What follows belongs to an exercise in optimizing a design on an open flow for small area and a short achievable clock period; a production flow would make more cautious choices.
Only simulation tests tie the RTL to the original design; equivalence was not proved.
Power and IR drop assume default switching activity.

## run C
## cray_core_top
module cray_core_top
(
   input  wire          clk,
   input  wire          rst,
   input  wire  [15:0]  i_nip_nxt,
   input  wire  [63:0]  i_word_nxt,
   input  wire          i_nip_vld,
   output logic [23:0]  o_p_addr,
   output logic         o_clear_ibufs,
   output logic         o_mem_ce,
   output logic [63:0]  o_data_to_mem,
   output logic         o_mem_wr_en
);
   logic s_exec, s_clr, s_fetch, s_wait, s_store, s_load, s_done;
   logic clr_q;
   logic [3:0]  cnt;
   logic [3:0]  cnt_nxt;
   logic        last;
   logic        ctx_rst;
   logic        ctx_rst_nxt;
   logic [7:0]  active_xa;
   logic [7:0]  xa;
   logic [6:0]  vl;
   logic [17:0] base_addr;
   logic [17:0] limit_addr;
   logic [23:0] p_addr;
   logic [23:0] a_rf [8];
   logic [15:0] nip;
   logic        nip_vld;
   logic [2:0]  cls;
   logic [2:0]  ci, cj, ck;
   logic [23:0] op_a, op_b;
   localparam logic [2:0] C_NOP   = 3'b000;
   localparam logic [2:0] C_EXCH  = 3'b001;
   localparam logic [2:0] C_SETVL = 3'b010;
   localparam logic [2:0] C_IMM22 = 3'b100;
   localparam logic [2:0] C_IMM6  = 3'b101;
   localparam logic [2:0] C_ADD   = 3'b110;
   localparam logic [2:0] C_SUB   = 3'b111;
   logic [2:0]  nip_cls;
   logic        exch_req, shift, two_parcel_nip;
   logic        wr_en, set_vl;
   logic [23:0] sum, result, wdata;
   logic        load_a;
   assign last    = &cnt;
  ...
Size: about 1,600 cells after synthesis, roughly 170 I/O pins, about 19,000 um2 of cells after synthesis.
Settings: LEC_CHECK=0, CAP_MARGIN=20, CORE_MARGIN=2, CORE_UTILIZATION=55, CTS_CLUSTER_DIAMETER=80, CTS_CLUSTER_SIZE=30, SETUP_SLACK_MARGIN=3.0, SLEW_MARGIN=20; clock period 6.0 ns.
standard.sh (not shown) runs the stock make flow with config.mk's settings and CLKGATE_MAP_FILE= SYNTH_SCRIPT=/design/flow/synth_recipe.tcl, a recipe that flattens the netlist after the stock synthesis.
==> flow/flow/run.sh <==
#!/bin/bash
# Standard ORFS layout (the standard.sh, standard synthesis unchanged),
# except that buffer_ports puts plain buf_2 buffers on the I/O ports instead
# of the delay buffers it picks by default.
# Full make output goes to make.log; ORFS keeps each step's log in orfs/logs.
set -euo pipefail
export BUFFER_PORTS_ARGS="-buffer_cell sky130_fd_sc_hd__buf_2"
bash standard.sh > make.log 2>&1
Modified inputs, run A compared to run C
# run C
export LEC_CHECK = 0
export CAP_MARGIN = 20
export CORE_MARGIN = 2
export CORE_UTILIZATION = 55
export CTS_CLUSTER_DIAMETER = 80
export CTS_CLUSTER_SIZE = 30
export SETUP_SLACK_MARGIN = 3.0
export SLEW_MARGIN = 20
create_clock -name core_clock -period 6.0 [get_ports {clk}]
# run A
export LEC_CHECK = 0
export CAP_MARGIN = 20
export CORE_MARGIN = 2
export CORE_UTILIZATION = 55
export CTS_BUF_LIST = sky130_fd_sc_hd__clkbuf_8 sky130_fd_sc_hd__clkbuf_4
export CTS_CLUSTER_SIZE = 20
export SETUP_SLACK_MARGIN = 3.0
export SLEW_MARGIN = 20
create_clock -name core_clock -period 6.0 [get_ports {clk}]
==> flow/flow/run.sh <==
#!/bin/bash
# Standard ORFS layout (the standard.sh, standard synthesis unchanged),
# except that the I/O port buffers are plain buffers (buf_1 on inputs,
# buf_2 on outputs) instead of the delay buffers buffer_ports picks by
# default; flow/ports.tcl places them just before global placement.
# Full make output goes to make.log; ORFS keeps each step's log in orfs/logs.
set -euo pipefail
export DONT_BUFFER_PORTS=1
export PRE_GLOBAL_PLACE_TCL="$PWD/flow/ports.tcl"
bash standard.sh > make.log 2>&1
==> flow/flow/ports.tcl (new file) <==
# every input and output port gets a buffer, as buffer_ports does by default
puts "Perform port buffering (flow/ports.tcl)..."
buffer_ports -inputs -buffer_cell sky130_fd_sc_hd__buf_1
buffer_ports -outputs -buffer_cell sky130_fd_sc_hd__buf_2
### Flow results
- Portion of total power attributed to the clock network for run A: 6.4 points up relative to run C
- Comparing run C and run A, met1 usage in global routing is higher on run C.
- Compared with run C, run A shows a slack of the critical path that is 0.10 ns lower.
- Required time at the endpoint of the critical path: run A vs run C up 0.09 ns
- Against run C, run A comes in 0.016 ns lower on worst hold slack after final layout.

-- afterwards: timing with drivers on the ports --
Ports are ideal in the flow. The routed layouts listed here were re-timed in OpenROAD. Step 1, drivers: a clkbuf_16 drives clk and a buf_2 each remaining input, both assumed. Step 2, shift: input delay + t, output delay - t, t = (earliest + latest rising clock arrival at the registers) / 2. This alone moves slack from input paths to output paths. Slacks: ideal / step 1 / step 2; pairs: ideal / step 1.
run	t (ns)	setup WS [ns]	worst register clock-pin slew, ns	pins driven straight from the clock port
run C	0.615	2.945 / 2.945 / 2.721	0.11 / 0.11	1
run A	0.706	2.844 / 2.844 / 2.844	0.07 / 0.07	1
After both steps every run listed still meets setup and hold. The setup slack of run C, which loses most, moves by 0.000 ns with the drivers and by -0.224 ns with both steps.
